This is an optimization exercise on Yosys and OpenROAD, whose aim is small area, a short achievable clock period and few clock cycles, not a production implementation.
In this exercise RTL edits were held to simulation tests only and were not proved equivalent to the original.
Power and IR drop assume default switching activity.

$ cat flow/design.v
package arsb_pkg;
  localparam int unsigned CfgIdxW = 1;
  localparam int unsigned CfgDataW = 6;
  localparam logic [CfgIdxW-1:0] CFG_RANGE_COUNT = 1'd0;
  localparam logic [CfgIdxW-1:0] CFG_BUFFER_LIMIT = 1'd1;
  localparam logic [1:0] CMD_DATA = 2'd0;
  localparam logic [1:0] CMD_END = 2'd1;
  localparam logic [1:0] CMD_LOAD = 2'd2;
  localparam logic [1:0] KIND_SEG = 2'd0;
  localparam logic [1:0] KIND_ACC = 2'd1;
  localparam logic [1:0] KIND_REJ = 2'd2;
  typedef struct packed {
    logic [1:0]  cmd;
    logic [31:0] address;
    logic [7:0]  data_byte;
    logic [2:0]  entry_index;
    logic [31:0] entry_start;
    logic [31:0] entry_length;
    logic        entry_relative;
  } in_item_t;
  typedef struct packed {
    logic [1:0]  kind;
    logic [2:0]  range_slot;
    logic [31:0] segment_address;
    logic [7:0]  data_out;
    logic        last;
  } out_item_t;
  typedef struct packed {
    logic capture;      
    logic search_step;  
    logic search_init;  
    logic open_range;   
    logic close_range;
    logic append;       
    logic load_commit;  
    logic set_bad;
    logic flush_start;  
    logic flush_step;   
  } ctrl_t;
  typedef struct packed {
    logic [1:0] cmd;
    logic       table_bad;
    logic       range_open;
    logic       addr_match;   
    logic       search_done;
    logic       search_hit;
    logic       full_before;  
    logic       hit_limit;    
    logic       range_end;    
    logic       fill_zero;
    logic       flush_last;   
    logic       load_bad;
    logic       load_ignore;
  } stat_t;
endpackage
module arsb_ram #(
  parameter int unsigned Width = 8,
  parameter int unsigned Depth = 32
) (
  input  logic                     clk_i,
  input  logic                     we_i,
  input  logic [$clog2(Depth)-1:0] waddr_i,
  input  logic [Width-1:0]         wdata_i,
  input  logic [$clog2(Depth)-1:0] raddr_i,
  output logic [Width-1:0]         rdata_o
);
  logic [Width-1:0] mem_q [Depth];
  always_ff @(posedge clk_i) begin
    if (we_i) begin
      mem_q[waddr_i] <= wdata_i;
    end
    rdata_o <= mem_q[raddr_i];
  end
endmodule
module arsb_datapath #(
  parameter int unsigned RangeSlots = 8,
  parameter int unsigned BufferBytes = 32
) (
  input  logic      clk_i,
  input  logic      rst_ni,
  input  arsb_pkg::in_item_t  in_i,
  input  logic [3:0] range_count_i,
  input  logic [5:0] buffer_limit_i,
  input  arsb_pkg::ctrl_t     ctrl_i,
  output arsb_pkg::stat_t     stat_o,
  output arsb_pkg::out_item_t out_o
);
  localparam int unsigned SlotW = (RangeSlots > 1) ? $clog2(RangeSlots) : 1;
  localparam int unsigned BufW = (BufferBytes > 1) ? $clog2(BufferBytes) : 1;
  localparam int unsigned CntW = $clog2(BufferBytes + 1);
  arsb_pkg::in_item_t req_q;
  logic [31:0] start_q [RangeSlots];
  logic [31:0] len_q [RangeSlots];
  logic [RangeSlots-1:0] rel_q, wr_q;
  logic table_bad_q, open_q;
  logic [SlotW-1:0] act_q, srch_q;
  logic srch_done_q, srch_hit_q;
  logic [31:0] off_q;
  logic [CntW-1:0] fill_q, rd_q;
  logic [31:0] seg_addr_q;
  logic [SlotW-1:0] ri;
  logic [3:0] eff_cnt;
  logic [CntW-1:0] eff_lim;
  logic [32:0] act_end, srch_end;
  logic prev_bad, next_bad;
  logic [7:0] rdata;
  assign ri = req_q.entry_index[SlotW-1:0];
  assign eff_cnt = (range_count_i > 4'(RangeSlots)) ? 4'(RangeSlots) : range_count_i;
  always_comb begin
    if (buffer_limit_i == '0) eff_lim = CntW'(1);
    else if (7'(buffer_limit_i) > 7'(BufferBytes)) eff_lim = CntW'(BufferBytes);
    else eff_lim = CntW'(buffer_limit_i);
  end
  assign srch_end = {1'b0, start_q[srch_q]} + {1'b0, len_q[srch_q]};
  assign act_end = {1'b0, start_q[act_q]} + {1'b0, off_q};
  always_comb begin
    prev_bad = 1'b0;
    next_bad = 1'b0;
    if (32'(req_q.entry_index) > 0 && 32'(req_q.entry_index) <= RangeSlots) begin
      if (wr_q[ri - 1'b1]) begin
        prev_bad = (start_q[ri - 1'b1] >= req_q.entry_start) ||
          ({1'b0, start_q[ri - 1'b1]} + {1'b0, len_q[ri - 1'b1]} > {1'b0, req_q.entry_start});
      end
    end
    if (32'(req_q.entry_index) + 1 < RangeSlots) begin
      if (wr_q[ri + 1'b1]) begin
        next_bad = (req_q.entry_start >= start_q[ri + 1'b1]) ||
          ({1'b0, req_q.entry_start} + {1'b0, req_q.entry_length} >
           {1'b0, start_q[ri + 1'b1]});
      end
    end
  end
  always_ff @(posedge clk_i or negedge rst_ni) begin
    if (!rst_ni) begin
      wr_q <= '0;
      table_bad_q <= 1'b0;
      open_q <= 1'b0;
      act_q <= '0;
      off_q <= '0;
      fill_q <= '0;
      rd_q <= '0;
      srch_q <= '0;
      srch_done_q <= 1'b0;
      srch_hit_q <= 1'b0;
    end else begin
      if (ctrl_i.search_init) begin
        srch_q <= '0;
        srch_hit_q <= 1'b0;
        srch_done_q <= (eff_cnt == 4'd0);
      end else if (ctrl_i.search_step && !srch_done_q) begin
        if (srch_end > {1'b0, req_q.address}) begin
          srch_done_q <= 1'b1;
          srch_hit_q <= (start_q[srch_q] <= req_q.address);
        end else if (32'(srch_q) + 1 >= 32'(eff_cnt)) begin
          srch_done_q <= 1'b1;
        end else begin
          srch_q <= srch_q + 1'b1;
        end
      end
      if (ctrl_i.open_range) begin
        open_q <= 1'b1;
        act_q <= srch_q;
        off_q <= req_q.address - start_q[srch_q];
        fill_q <= '0;
      end
      if (ctrl_i.append) begin
        fill_q <= fill_q + 1'b1;
        off_q <= off_q + 32'd1;
      end
      if (ctrl_i.flush_start) begin
        rd_q <= '0;
      end
      if (ctrl_i.flush_step) begin
        rd_q <= rd_q + 1'b1;
        if (rd_q + 1'b1 == fill_q) fill_q <= '0;
      end
      if (ctrl_i.close_range) begin
        open_q <= 1'b0;
        act_q <= '0;
        off_q <= '0;
        fill_q <= '0;
      end
      if (ctrl_i.set_bad) table_bad_q <= 1'b1;
      if (ctrl_i.load_commit) begin
        wr_q[ri] <= 1'b1;
      end
    end
  end
  always_ff @(posedge clk_i) begin
    if (ctrl_i.capture) req_q <= in_i;
    if (ctrl_i.flush_start) begin
      seg_addr_q <= (off_q - 32'(fill_q)) + (rel_q[act_q] ? 32'd0 : start_q[act_q]);
    end
    if (ctrl_i.load_commit) begin
      start_q[ri] <= req_q.entry_start;
      len_q[ri] <= req_q.entry_length;
      rel_q[ri] <= req_q.entry_relative;
    end
  end
  arsb_ram #(.Width(8), .Depth(BufferBytes)) u_buf (
    .clk_i   (clk_i),
    .we_i    (ctrl_i.append),
    .waddr_i (fill_q[BufW-1:0]),
    .wdata_i (req_q.data_byte),
    .raddr_i (ctrl_i.flush_start ? BufW'(0) :
              (ctrl_i.flush_step ? BufW'(rd_q + 1'b1) : BufW'(rd_q))),
    .rdata_o (rdata)
  );
  always_comb begin
    stat_o.cmd = req_q.cmd;
    stat_o.table_bad = table_bad_q;
    stat_o.range_open = open_q;
    stat_o.addr_match = (act_end == {1'b0, req_q.address});
    stat_o.search_done = srch_done_q;
    stat_o.search_hit = srch_hit_q;
    stat_o.full_before = (fill_q >= CntW'(BufferBytes));
    stat_o.hit_limit = (fill_q >= eff_lim);
    stat_o.range_end = (off_q == len_q[act_q]);
    stat_o.fill_zero = (fill_q == '0);
    stat_o.flush_last = (rd_q + 1'b1 == fill_q);
    stat_o.load_bad = prev_bad || next_bad;
    stat_o.load_ignore = (32'(req_q.entry_index) >= RangeSlots);
  end
  always_comb begin
    out_o.kind = arsb_pkg::KIND_SEG;
    out_o.range_slot = 3'(act_q);
    out_o.segment_address = seg_addr_q;
    out_o.data_out = rdata;
    out_o.last = (rd_q + 1'b1 == fill_q);
  end
endmodule
module arsb_ctrl (
  input  logic      clk_i,
  input  logic      rst_ni,
  input  logic      in_valid_i,
  output logic      in_ready_o,
  input  logic      out_ready_i,
  output logic      out_valid_o,
  output logic      load_res_o,
  output logic [1:0] load_kind_o,
  input  arsb_pkg::stat_t     stat_i,
  output arsb_pkg::ctrl_t     ctrl_o
);
  typedef enum logic [3:0] {
    S_IDLE, S_DECODE, S_SEARCH, S_APPEND, S_CHECK, S_FLUSHPRE, S_FLUSH,
    S_LOADRES
  } state_e;
  typedef enum logic [1:0] {
    N_DONE, N_CLOSE_SEARCH, N_APPEND, N_CHECK_END
  } next_e;
  state_e state_q;
  next_e nxt_q;
  logic [1:0] lkind_q;
  assign in_ready_o = (state_q == S_IDLE);
  assign out_valid_o = (state_q == S_FLUSH) || (state_q == S_LOADRES);
  assign load_res_o = (state_q == S_LOADRES);
  assign load_kind_o = lkind_q;
  always_comb begin
    ctrl_o = '0;
    ctrl_o.capture = (state_q == S_IDLE) && in_valid_i;
    unique case (state_q)
      S_DECODE: begin
        if (stat_i.cmd == arsb_pkg::CMD_DATA && !stat_i.table_bad && !stat_i.range_open) begin
          ctrl_o.search_init = 1'b1;
        end else if (stat_i.cmd == arsb_pkg::CMD_DATA && !stat_i.table_bad &&
                     !stat_i.addr_match && stat_i.fill_zero) begin
          ctrl_o.close_range = 1'b1;
          ctrl_o.search_init = 1'b1;
        end else if (stat_i.cmd == arsb_pkg::CMD_END && stat_i.fill_zero) begin
          ctrl_o.close_range = 1'b1;
        end else if (stat_i.cmd == arsb_pkg::CMD_LOAD && !stat_i.load_ignore) begin
          ctrl_o.set_bad = stat_i.load_bad;
          ctrl_o.load_commit = !stat_i.load_bad;
        end
      end
      S_SEARCH: begin
        ctrl_o.search_step = 1'b1;
        ctrl_o.open_range = stat_i.search_done && stat_i.search_hit;
      end
      S_APPEND: ctrl_o.append = !stat_i.full_before;
      S_CHECK: begin
        if ((stat_i.hit_limit || stat_i.range_end) && stat_i.fill_zero) begin
          ctrl_o.close_range = stat_i.range_end;
        end
      end
      S_FLUSHPRE: ctrl_o.flush_start = 1'b1;
      S_FLUSH: begin
        ctrl_o.flush_step = out_ready_i;
        ctrl_o.close_range = out_ready_i && stat_i.flush_last &&
          (nxt_q == N_CLOSE_SEARCH || nxt_q == N_DONE && stat_i.cmd == arsb_pkg::CMD_END ||
           nxt_q == N_CHECK_END);
        ctrl_o.search_init = out_ready_i && stat_i.flush_last && nxt_q == N_CLOSE_SEARCH;
      end
      default: ;
    endcase
  end
  always_ff @(posedge clk_i or negedge rst_ni) begin
    if (!rst_ni) begin
      state_q <= S_IDLE;
      nxt_q <= N_DONE;
      lkind_q <= arsb_pkg::KIND_ACC;
    end else begin
      unique case (state_q)
        S_IDLE: if (in_valid_i) state_q <= S_DECODE;
        S_DECODE: begin
          state_q <= S_IDLE;
          if (stat_i.cmd == arsb_pkg::CMD_DATA && !stat_i.table_bad) begin
            if (!stat_i.range_open) state_q <= S_SEARCH;
            else if (stat_i.addr_match) state_q <= S_APPEND;
            else if (stat_i.fill_zero) state_q <= S_SEARCH;
            else begin
              nxt_q <= N_CLOSE_SEARCH;
              state_q <= S_FLUSHPRE;
            end
          end else if (stat_i.cmd == arsb_pkg::CMD_END && !stat_i.fill_zero &&
                       stat_i.range_open) begin
            nxt_q <= N_DONE;
            state_q <= S_FLUSHPRE;
          end else if (stat_i.cmd == arsb_pkg::CMD_LOAD && !stat_i.load_ignore) begin
            lkind_q <= stat_i.load_bad ? arsb_pkg::KIND_REJ : arsb_pkg::KIND_ACC;
            state_q <= S_LOADRES;
          end
        end
        S_SEARCH: if (stat_i.search_done) state_q <= stat_i.search_hit ? S_APPEND : S_IDLE;
        S_APPEND: begin
          if (stat_i.full_before) begin
            nxt_q <= N_APPEND;
            state_q <= S_FLUSHPRE;
          end else begin
            state_q <= S_CHECK;
          end
        end
        S_CHECK: begin
          if ((stat_i.hit_limit || stat_i.range_end) && !stat_i.fill_zero) begin
            nxt_q <= stat_i.range_end ? N_CHECK_END : N_DONE;
            state_q <= S_FLUSHPRE;
          end else begin
            state_q <= S_IDLE;
          end
        end
        S_FLUSHPRE: state_q <= S_FLUSH;
        S_FLUSH: begin
          if (out_ready_i && stat_i.flush_last) begin
            unique case (nxt_q)
              N_CLOSE_SEARCH: state_q <= S_SEARCH;
              N_APPEND: state_q <= S_APPEND;
              default: state_q <= S_IDLE;
            endcase
          end
        end
        S_LOADRES: if (out_ready_i) state_q <= S_IDLE;
        default: state_q <= S_IDLE;
      endcase
    end
  end
endmodule
module address_range_segment_buffer #(
  parameter int unsigned RANGE_SLOTS = 8,
  parameter int unsigned BUFFER_BYTES = 32
) (
  input  logic                clk_i,
  input  logic                rst_ni,
  input  logic                in_valid_i,
  output logic                in_ready_o,
  input  arsb_pkg::in_item_t            in_data_i,
  output logic                out_valid_o,
  input  logic                out_ready_i,
  output arsb_pkg::out_item_t           out_data_o,
  input  logic                cfg_we_i,
  input  logic [arsb_pkg::CfgIdxW-1:0]  cfg_index_i,
  input  logic [arsb_pkg::CfgDataW-1:0] cfg_data_i
);
  logic [3:0] range_count_q;
  logic [5:0] buffer_limit_q;
  arsb_pkg::ctrl_t ctrl;
  arsb_pkg::stat_t stat;
  arsb_pkg::out_item_t seg;
  logic load_res;
  logic [1:0] load_kind;
  arsb_pkg::in_item_t req_view;
  always_ff @(posedge clk_i or negedge rst_ni) begin
    if (!rst_ni) begin
      range_count_q <= 4'd1;
      buffer_limit_q <= 6'd32;
    end else if (cfg_we_i) begin
      case (cfg_index_i)
        arsb_pkg::CFG_RANGE_COUNT: range_count_q <= cfg_data_i[3:0];
        arsb_pkg::CFG_BUFFER_LIMIT: buffer_limit_q <= cfg_data_i;
        default: ;
      endcase
    end
  end
  arsb_ctrl u_ctrl (
    .clk_i       (clk_i),
    .rst_ni      (rst_ni),
    .in_valid_i  (in_valid_i),
    .in_ready_o  (in_ready_o),
    .out_ready_i (out_ready_i),
    .out_valid_o (out_valid_o),
    .load_res_o  (load_res),
    .load_kind_o (load_kind),
    .stat_i      (stat),
    .ctrl_o      (ctrl)
  );
  arsb_datapath #(.RangeSlots(RANGE_SLOTS), .BufferBytes(BUFFER_BYTES)) u_dp (
    .clk_i          (clk_i),
    .rst_ni         (rst_ni),
    .in_i           (in_data_i),
    .range_count_i  (range_count_q),
    .buffer_limit_i (buffer_limit_q),
    .ctrl_i         (ctrl),
    .stat_o         (stat),
    .out_o          (seg)
  );
  always_ff @(posedge clk_i) begin
    if (ctrl.capture) req_view <= in_data_i;
  end
  always_comb begin
    out_data_o = seg;
    if (load_res) begin
      out_data_o.kind = load_kind;
      out_data_o.range_slot = req_view.entry_index;
      out_data_o.segment_address = '0;
      out_data_o.data_out = '0;
      out_data_o.last = 1'b0;
    end
  end
endmodule
module arsb_top (
  input  logic        clk_i,
  input  logic        rst_ni,
  input  logic        in_valid_i,
  output logic        in_ready_o,
  input  logic [1:0]  in_cmd_i,
  input  logic [31:0] in_address_i,
  input  logic [7:0]  in_data_byte_i,
  input  logic [2:0]  in_entry_index_i,
  input  logic [31:0] in_entry_start_i,
  input  logic [31:0] in_entry_length_i,
  input  logic        in_entry_relative_i,
  output logic        out_valid_o,
  input  logic        out_ready_i,
  output logic [1:0]  out_kind_o,
  output logic [2:0]  out_range_slot_o,
  output logic [31:0] out_segment_address_o,
  output logic [7:0]  out_data_o,
  output logic        out_last_o,
  input  logic        cfg_we_i,
  input  logic        cfg_index_i,
  input  logic [5:0]  cfg_data_i
);
  arsb_pkg::in_item_t  in_item;
  arsb_pkg::out_item_t out_item;
  assign in_item.cmd            = in_cmd_i;
  assign in_item.address        = in_address_i;
  assign in_item.data_byte      = in_data_byte_i;
  assign in_item.entry_index    = in_entry_index_i;
  assign in_item.entry_start    = in_entry_start_i;
  assign in_item.entry_length   = in_entry_length_i;
  assign in_item.entry_relative = in_entry_relative_i;
  address_range_segment_buffer #(
    .RANGE_SLOTS (8),
    .BUFFER_BYTES(32)
  ) u_arsb (
    .clk_i       (clk_i),
    .rst_ni      (rst_ni),
    .in_valid_i  (in_valid_i),
    .in_ready_o  (in_ready_o),
    .in_data_i   (in_item),
    .out_valid_o (out_valid_o),
    .out_ready_i (out_ready_i),
    .out_data_o  (out_item),
    .cfg_we_i    (cfg_we_i),
    .cfg_index_i (cfg_index_i),
    .cfg_data_i  (cfg_data_i)
  );
  assign out_kind_o            = out_item.kind;
  assign out_range_slot_o      = out_item.range_slot;
  assign out_segment_address_o = out_item.segment_address;
  assign out_data_o            = out_item.data_out;
  assign out_last_o            = out_item.last;
endmodule
$ cat flow/constraint.sdc
create_clock -name core_clock -period 10.0 [get_ports {clk_i}]
set_input_delay 2.0000 -clock core_clock [delete_from_list [all_inputs] [get_ports {clk_i}]]
set_output_delay 2.0000 -clock core_clock [all_outputs]
set_load 0.01 [all_outputs]
$ cat flow/config.mk
export PLATFORM = sky130hd
export DESIGN_NAME = arsb_top
export DESIGN_NICKNAME = arsb_top
export VERILOG_FILES = /design/flow/design.v
export SDC_FILE = /design/flow/constraint.sdc
export NUM_CORES = 4
export LEC_CHECK = 0
export CAP_MARGIN = 20
export CORE_MARGIN = 2
export CORE_UTILIZATION = 40
export SLEW_MARGIN = 20
$ cat flow/run.sh
#!/bin/bash
# synth_recipe.tcl (not shown) runs the flow's synth.tcl, then flattens the netlist and writes it again
# the make line also repeats each setting of config.mk as NAME=value (left out here)
make -C /OpenROAD-flow-scripts/flow DESIGN_CONFIG=/design/flow/config.mk WORK_HOME=/design/flow/orfs CLKGATE_MAP_FILE= SYNTH_SCRIPT=/design/flow/synth_recipe.tcl finish
==> notes.md <==
==> metal layers <==
metal  global-route usage  vias to the layer above  routed length (um)  part of all wire
li1                     -                    19921                   -                 -
met2               0.4117                     2249               98200              0.46
met4              0.09330                        2                8308             0.039
met3              0.05780                      367               19870             0.094
met5                    0                        -                  19          0.000089
met1               0.3437                    23015               86080              0.41
==> stage by stage <==
step	util	hold slack (ps)	instance area (um^2)	std cells	power [mW]
6_report	0.4564	479.6	72280	7338	10.41
5_1_grt	0.4563	512.2	72270	7335	10.78
4_1_cts	0.4555	483.1	72150	7327	10.49
3_5_place_dp	0.4308	469.7	68230	7117	6.142
3_3_place_gp	0.4308	457.1	68230	7117	6.123
2_1_floorplan	-	439.0	63860	5034	5.659
==> state kept, by name, summed over array words and instances (netlist names) <==
name and cells:
u_arsb.u_dp.wr_q 8, u_arsb.u_dp.rd_q 6, u_arsb.u_dp.srch_done_q 1, u_arsb.u_ctrl.lkind_q 2, u_arsb.u_ctrl.state_q 3, u_arsb.u_dp.srch_hit_q 1
u_arsb.u_dp.u_buf.mem_q 256, u_arsb.u_dp.table_bad_q 1, u_arsb.req_view 110, u_arsb.u_dp.off_q 32, u_arsb.u_dp.len_q 256, u_arsb.u_dp.open_q 1
u_arsb.buffer_limit_q 6, u_arsb.u_dp.srch_q 3, u_arsb.range_count_q 4, u_arsb.u_dp.fill_q 6, u_arsb.u_dp.u_buf.rdata_o 8, u_arsb.u_dp.act_q 3
u_arsb.u_dp.rel_q 8, u_arsb.u_dp.start_q 256, u_arsb.u_ctrl.nxt_q 2, u_arsb.u_dp.seg_addr_q 32
==> power by group <==
group          switching, mW  leakage [nW]  internal (mW)
registers             0.0286          9.34           4.56
clock network           1.79          1.87           2.57
logic                  0.903          14.7          0.552
total                   2.72          25.9           7.69
==> cells by family (layout without fill, tap and decap cells) <==
| group | Yosys count | in the layout |
|---|---|---|
| adder cells (fa/ha/maj) | 415 | 415 |
| AND/OR/NAND/NOR | 1172 | 1172 |
| other | 0 | 3 |
| buffers and inverters | 521 | 750 |
| flip-flops | 1005 | 1005 |
| XOR/XNOR | 237 | 237 |
| multiplexers | 679 | 679 |
| AO/OA/AOI/OAI | 1005 | 1005 |
==> area by class of cell <==
class | count | area share
multi-input combinational | 3508 | 0.4472
sequential | 1005 | 0.4113
clock buffer | 149 | 0.04163
timing repair buffer | 264 | 0.03708
tap | 2072 | 0.03587
inverter | 276 | 0.01433
clock inverter | 61 | 0.01253
antenna | 3 | 0.0001039
==> worst max path at each step <==
stage | to | slack, ps | depth (start not counted)
6_report | u_arsb.u_dp.srch_q[0]$_DFFE_PN0P_ | 920 | 26
5_1_grt | u_arsb.u_dp.srch_q[0]$_DFFE_PN0P_ | 430 | 26
4_1_cts | u_arsb.u_dp.srch_q[0]$_DFFE_PN0P_ | 880 | 26
3_5_place_dp | u_arsb.u_dp.srch_q[0]$_DFFE_PN0P_ | 920 | 26
3_3_place_gp | u_arsb.u_dp.srch_q[0]$_DFFE_PN0P_ | 970 | 26
2_1_floorplan | u_arsb.u_dp.len_q[0][0]$_DFFE_PP_ | 290 | 33
==> synthesized netlist by cell type, types with 9 or more instances <==
| cell | n | area [um^2] |
|---|---|---|
| nor4_1 | 35 | 219.0 |
| nor2_1 | 215 | 807.0 |
| nand3_1 | 66 | 330.3 |
| a2111oi_0 | 10 | 87.58 |
| nand2b_1 | 38 | 237.7 |
| a31oi_1 | 52 | 325.3 |
| mux2i_1 | 144 | 1441 |
| o21a_1 | 43 | 322.8 |
| clkbuf_1 | 178 | 668.1 |
| o21ai_0 | 148 | 740.7 |
| o31ai_1 | 16 | 120.1 |
| buf_1 | 51 | 191.4 |
| a311oi_1 | 10 | 87.58 |
| xnor2_1 | 180 | 1577 |
| and2_1 | 74 | 462.9 |
| ha_1 | 404 | 5055 |
| o211ai_1 | 19 | 142.6 |
| mux4_2 | 450 | 10130 |
| a221oi_1 | 9 | 78.83 |
| or3_1 | 14 | 87.58 |
| fa_1 | 11 | 220.2 |
| a21o_1 | 124 | 930.9 |
| buf_2 | 13 | 65.06 |
| nand4_1 | 61 | 381.6 |
| nand2_1 | 444 | 1667 |
| a211oi_1 | 150 | 1126 |
| and4_1 | 11 | 96.34 |
| dfrtp_1 | 76 | 1902 |
| a211o_1 | 9 | 78.83 |
| inv_1 | 275 | 1032 |
| nor3_1 | 67 | 335.3 |
| and3_1 | 32 | 200.2 |
| xor2_1 | 57 | 499.2 |
| mux2_2 | 85 | 957.2 |
| nor2b_1 | 86 | 538.0 |
| o21bai_1 | 31 | 232.7 |
| o22ai_1 | 10 | 62.56 |
| edfxtp_1 | 918 | 27570 |
| a21oi_1 | 265 | 1326 |
==> impl_metrics.csv <==
group,metric,value,unit
clock_tree,cts_hold_buf,0,
synthesis,synthSimpleGateAreaFrac,0.08775,
synthesis,ys_seq_area_frac,0.4652,
detailed_routing,avgRoutedWirePerCell,28.96,um
detailed_routing,wl,212.5,mm
sta,finalClockSkew,55.75,ps
critical_path,arrival,9710,ps
final_layout,drive_above_1_share,0.1657,
critical_path,crit_family,"compound AO/OA/AOI/OAI gates",
critical_path,rr_startpoint,"u_arsb.u_dp.srch_q[0]$_DFFE_PN0P_",
final_layout,area_growth,13.20,%
worst_hold_path,min_path_type,"flop to flop",
place,dp_hpwl,153.3,mm
critical_path,cp-end-kind,"flop",
sta,hold_viol,0,
critical_path,crit_fanout,44,
sta,clock.fmax,0.1101,GHz
critical_path,critPathSlowestCell,"dfrtp_4",
place,dp_slack,917.9,ps
clock_tree,clkTransAtPathRegs,70,ps
synthesis,synth-async-reset-ratio,0.07861,
worst_hold_path,min_from,"u_arsb.u_dp.wr_q[4]$_DFFE_PN0P_",
critical_path,max_stage_delay,1070,ps
run_status,status,"no timing/DRC/antenna violations",
floorplan,initial_utilization,0.4032,
clock_tree,cts.sinks,1005,
floorplan,ios,170,
clock_tree,numCtsBuffers,110,
critical_path,cp.required,10630,ps
synthesis,syn_area,63850,um^2
grt,grt_pass1_wl,308.7,mm
place,routabilityCongestion,0.9256,
worst_hold_path,min_path_cells,1,
power,powerDensity,144.0,nW/um^2
detailed_routing,drt_pass1_iterations,5,
grt,grt_max_degree,95,
floorplan,core_region_area,158400,um^2
final_layout,multi_input_area,32320,um^2
sta,tightest_slew,1168,ps
critical_path,setup.worst_path.start,"u_arsb.u_dp.srch_q[0]$_DFFE_PN0P_",
grt,grt-ovfl-total,0,
synthesis,synth_area_per_cell,12.68,um^2
detailed_routing,avgViaCountPerCell,6.208,
power,ir_drop,0.1763,mV
floorplan,dieArea,162800,um^2
critical_path,path_class,"flop to flop",
final_layout,nets,5702,
sta,timing.final.crit_share,0.9081,
place,io_buffers,169,
clock_tree,cts_resized,0,
synthesis,ys.flop_type,"edfxtp_1",
run,maxCapViolCount,0,
critical_path,startpoint_type,"flop",
detailed_routing,detail-route-antenna-nets,0,
floorplan,rows,146,
grt,grt_pass1_vias,44470,
sta,period_minus_slack,9081,ps
sta,setup_violations,0,
clock_tree,cts_htree_levels,3,
floorplan,die_x,403.5,um
power,p_leak,25.89,nW
detailed_routing,drc,0,
clock_tree,cts_tree,"built",
grt,grt.total_usage,0.2575,
final_layout,nFillCells,14195,
synthesis,synth_xor_area_frac,0.03251,
clock_tree,post_cts_buffers,0,
detailed_routing,num_vias,45554,
floorplan,dieHeight,403.5,um
final_layout,layout_commonest_cell,"edfxtp_1",
synthesis,synth_edf_count,918,
synthesis,synth_compound_area_frac,0.1044,
detailed_routing,drt_iter0_drc,5054,
sta,slew_violations,0,
synthesis,synthMuxAreaShare,0.1963,
sta,worst_slack,918.6,ps
synthesis,ys_types,85,
clock_tree,clock_latency,760,ps
synthesis,synthAdderAreaFrac,0.08261,
final_layout,seq_area,29730,um^2
synthesis,yosys_warnings,5,
synthesis,synth_top_family_by_area,"multiplexers",
sta,fin_setup_tns,0,ps
clock_tree,cts_root_buffer,"clkbuf_16",
sta,relSlewSlack,0.2013,
critical_path,path_buf_inv,3,
sta,rsz0062_at_grt,"false",
clock_tree,cts_buffer_depth,3,
synthesis,syn_inst,5034,
grt,grt_antenna_before_repair,7,
critical_path,rrSetupSlack,920,ps
worst_hold_path,holdPathEnd,"u_arsb.u_dp.wr_q[4]$_DFFE_PN0P_",
critical_path,timing.rr.end,"u_arsb.u_dp.srch_q[0]$_DFFE_PN0P_",
synthesis,synth_seq_cells,1005,
critical_path,ff2ff_path_depth,26,
final_layout,final_cell_mix,"edfxtp_1 (918), mux4_2 (450), nand2_1 (444), ha_1 (402), inv_1 (274)",
synthesis,syn-num-nets,5571,
Testbench counts, summed over its fixed seeds: cycles 72,322.

==> separate check: timing with driven ports <==
The results above use ideal ports. As a check the final layout listed here was re-extracted and re-timed, cells and wires unchanged. Step 1: set_driving_cell puts a clkbuf_16 on clk_i and a buf_2 on each other input, an assumption about the parent block. Step 2 moves the port delays by t, midway between the first and last clock arrival at a register: inputs arrive t later, outputs are due t later. That takes back most of the time a late clock gives input paths. Three values: ideal ports, drivers, drivers and shift; two values: the first two.
t (ns): 0.811
setup slack, ns: 0.919 / 0.919 / 0.919
hold WS [ns]: 0.480 / 0.480 / 0.480
slew at the worst register clock pin (ns): 0.07 / 0.07
After both steps this run still meets setup and hold. For this run, drivers alone change the setup slack by 0.000 ns; drivers and shift together by 0.000 ns.
